Background: an optimization exercise with open tools, aiming at small area and few clock cycles. Do not read the settings as production practice.
In this exercise RTL edits were held to simulation tests only and were not proved equivalent to the original.

// phase_to_complex_transmission
module phase_to_complex_transmission #(
   parameter int unsigned CORDIC_STAGES = 18
) (
   input  logic                                 clock,
   input  logic                                 reset,
   input  logic                                 req_valid,
   output logic                                 req_ready,
   input  logic signed [ptc_pkg::SAMPLE_W-1:0]  req_sample,
   input  logic                                 req_last,
   output logic                                 rsp_valid,
   input  logic                                 rsp_ready,
   output logic signed [ptc_pkg::OUT_W-1:0]     rsp_real,
   output logic signed [ptc_pkg::OUT_W-1:0]     rsp_imag,
   output logic                                 rsp_last,
   input  logic                                 csr_valid,
   output logic                                 csr_ready,
   input  logic [ptc_pkg::CSR_INDEX_W-1:0]      csr_index,
   input  logic [ptc_pkg::CSR_DATA_W-1:0]       csr_wdata
);
Size: roughly 15000 cells after synthesis, about 570 flip-flops.
Settings: LEC_CHECK=0, ABC_AREA=1, CAP_MARGIN=20, CORE_MARGIN=2, CORE_UTILIZATION=40, GPL_TIMING_DRIVEN=0, PLACE_DENSITY=0.6, SLEW_MARGIN=20; clock period 12.0 ns.
run.sh (not shown) runs the stock make flow with config.mk's settings and CLKGATE_MAP_FILE= SYNTH_SCRIPT=/design/flow/synth_recipe.tcl, a recipe that flattens the netlist after the stock synthesis.
The starting point completed with no timing, DRC or antenna violations.
Testbench counts at the start, summed over its fixed seeds: cycles 8,072.
Edit:
--- a/flow/config.mk
+++ b/flow/config.mk
@@ -12 +11,0 @@
-export GPL_TIMING_DRIVEN = 0
The new run went through all stages and came out clean.
Synthesized cell count stays the same.
Setup slack gets better by 0.22 ns.
Global-route usage went down by 2.7 points.
Design area went down slightly.
Routed wire length went down by roughly a tenth.
Critical path depth went down by 1.
Maximum frequency went up by a few percent.
Hold slack hardly moves.
Edit:
--- a/flow/config.mk
+++ b/flow/config.mk
@@ -8 +7,0 @@
-export ABC_AREA = 1
Synthesized area rises by 4.9%.
Wire length stays flat.
Fmax falls by 4.3%.
Final cell count falls by 2.1%.
Global-route usage falls by 1.5 points.
Critical path depth rises by 2.
Worst setup slack is worse by 0.49 ns.
Clock-buffer cell count rises by 9.

Another version of the RTL of phase_to_complex_transmission (not shown whole).
Size: about 13000 cells after synthesis, roughly 120 I/O pins.
make LEC_CHECK=0 ABC_AREA=1 CAP_MARGIN=20 CORE_MARGIN=2 CORE_UTILIZATION=50 PLACE_DENSITY=0.7 SLEW_MARGIN=20 finish   # period 12.0 ns
Testbench counts at the start, summed over its fixed seeds: cycles 8,072.
Change:
--- a/flow/config.mk
+++ b/flow/config.mk
@@ -9,5 +9,5 @@
 export CAP_MARGIN = 20
 export CORE_MARGIN = 2
-export CORE_UTILIZATION = 50
-export PLACE_DENSITY = 0.7
+export CORE_UTILIZATION = 40
+export PLACE_DENSITY = 0.6
 export SLEW_MARGIN = 20
Die area went up by 25%; worst hold slack degrades by 0.024 ns; global-route usage is lower by 4.2 points; sequential share of layout area falls by 0.15 points.

Another version of the RTL of phase_to_complex_transmission (not shown whole).
For scale: roughly 530 flip-flops.
clock: 12.0 ns
lec_check: 0
abc_area: 1
cap_margin: 20
core_margin: 2
core_utilization: 50
cts_cluster_diameter: 80
cts_cluster_size: 20
place_density: 0.7
slew_margin: 20
standard.sh (not shown) runs the stock make flow with config.mk's settings and CLKGATE_MAP_FILE= SYNTH_SCRIPT=/design/flow/synth_recipe.tcl, a recipe that flattens the netlist after the stock synthesis.
==> flow/flow/run.sh <==
#!/bin/bash
# Own flow: the standard layout (standard synthesis and ORFS steps
# unchanged), except that the port buffers global placement inserts use the
# plain buffer sky130_fd_sc_hd__buf_1 instead of the flow's default cell.
# The make output goes to standard.log; ORFS keeps each step's log under
# orfs/logs/.
set -euo pipefail
bash standard.sh "BUFFER_PORTS_ARGS=-buffer_cell sky130_fd_sc_hd__buf_1" finish > standard.log 2>&1
The baseline produced a clean layout.
Testbench counts at the start, summed over its fixed seeds: cycles 8,064.
Next try:
- CTS_CLUSTER_DIAMETER: 80 -> default
- CTS_CLUSTER_SIZE: 20 -> default
The changed run completed with no timing, DRC or antenna violations.
Setup slack is worse by 0.051 ns.
Worst hold slack degrades by 0.0046 ns.
Utilization rose by 0.20 points.
Design area grows by 0.37%.
Synthesized cell count is unchanged.
Synthesized area stays the same.
Next try:
==> flow/run.sh (new file) <==
#!/bin/bash
# synth_recipe.tcl (not shown) runs the flow's synth.tcl, then flattens the netlist and writes it again
# the make line also repeats each setting of config.mk as NAME=value (left out here)
make -C /OpenROAD-flow-scripts/flow DESIGN_CONFIG=/design/flow/config.mk WORK_HOME=/design/flow/orfs CLKGATE_MAP_FILE= SYNTH_SCRIPT=/design/flow/synth_recipe.tcl finish
removed: flow/flow/run.sh
removed: flow/standard.sh
Outcome:
- synthesized area is unchanged
- worst setup slack gets worse by 0.10 ns
- first-iteration DRC count drops by 4.3%
- die area stays the same
- sequential share of layout area goes down by 0.10 points
- wire length shrinks by 0.71%
- utilization climbs by 0.38 points
- cell area goes up by 0.72%
- synthesized cell count is unchanged

middle:
RTL: one of the versions met above, not the one the previous note started from.
Size: about 15000 cells after synthesis, ~570 flip-flops, roughly 120 I/O pins, ~0.11 mm² of cells after synthesis.
export LEC_CHECK = 0
export ABC_AREA = 1
export CAP_MARGIN = 5
export CORE_MARGIN = 2
export CORE_UTILIZATION = 55
export GPL_TIMING_DRIVEN = 0
export PLACE_DENSITY = 0.75
export SLEW_MARGIN = 5
create_clock -name core_clock -period 12.0 [get_ports {clock}]
run.sh (not shown) runs the stock make flow with config.mk's settings and CLKGATE_MAP_FILE= SYNTH_SCRIPT=/design/flow/synth_recipe.tcl, a recipe that flattens the netlist after the stock synthesis.
Stock flow here: none of the scripts above is used.
| middle | all stages done | FAIL | max-capacitance violations, max-slew violations |
Testbench counts of middle, summed over its fixed seeds: cycles 8,072.
Input changes introduced in south (baseline for comparison: middle):
Settings: CAP_MARGIN changed from 5 to 20; GPL_TIMING_DRIVEN removed (was 0); SLEW_MARGIN changed from 5 to 20; CORE_UTILIZATION changed from 55 to 40; PLACE_DENSITY changed from 0.75 to 0.6; ABC_CLOCK_PERIOD_IN_PS newly set to 16000.
- south finished every step from synthesis to the final layout, and the layout passed the timing, DRC and antenna checks.
- From middle to south the numbers moved as follows: cell count after placement went up by 666.
- From middle to south the numbers moved as follows: global-route usage decreased by 12 points relative to the old numbers, initial detailed-routing violation count decreased by about 30% relative to the old numbers, number of clock-tree buffers in the layout increased by 6 relative to the old numbers.
- Measured against each other, south and middle differ in via count of the first global-routing pass, the higher figure coming from middle.
- The run showing the greater share of the cycle needed by the critical path after routing is middle.

## static timing again, ports no longer ideal
The flow's constraints put no driver on any port. The routed layouts listed below were extracted and timed again, unchanged, in two steps. Step 1, drivers: a clkbuf_16 drives clock and a buf_2 each remaining input, both assumed. Step 2 also shifts input and output timing later by t, the mid clock arrival at the registers, as if the neighbouring blocks saw the same clock. Three values: ideal, step 1, step 2; two values: the first two.
run	t, ns	slack for setup (ns)	hold WS [ns]	worst setup path after step 2	worst data-port slew with drivers (ns)
the first run of note 1	0.803	0.874 / 0.874 / 0.542	0.417 / 0.417 / 0.417	input to register	0.06
the second run of note 1	0.813	1.096 / 1.096 / 1.096	0.417 / 0.417 / 0.417	register to register	0.10
the third run of note 1	0.899	0.604 / 0.604 / 0.604	0.418 / 0.418 / 0.418	register to register	0.15
the first run of note 2	0.784	1.420 / 1.420 / 1.420	0.402 / 0.402 / 0.402	register to register	0.09
the second run of note 2	0.798	1.366 / 1.366 / 1.276	0.378 / 0.378 / 0.378	input to register	0.13
the first run of note 3	0.829	1.860 / 1.860 / 1.860	0.426 / 0.426 / 0.426	register to register	0.07
the second run of note 3	0.815	1.809 / 1.809 / 1.809	0.421 / 0.421 / 0.421	register to register	0.07
the third run of note 3	0.798	1.707 / 1.707 / 1.590	0.418 / 0.418 / 0.418	input to register	0.08
middle	0.815	0.625 / 0.694 / -0.121	0.417 / 0.417 / 0.417	input to register	0.08
south	0.813	1.096 / 1.096 / 1.096	0.417 / 0.417 / 0.417	register to register	0.10
For middle, which loses most, drivers alone change the setup slack by +0.069 ns; drivers and shift together by -0.746 ns.
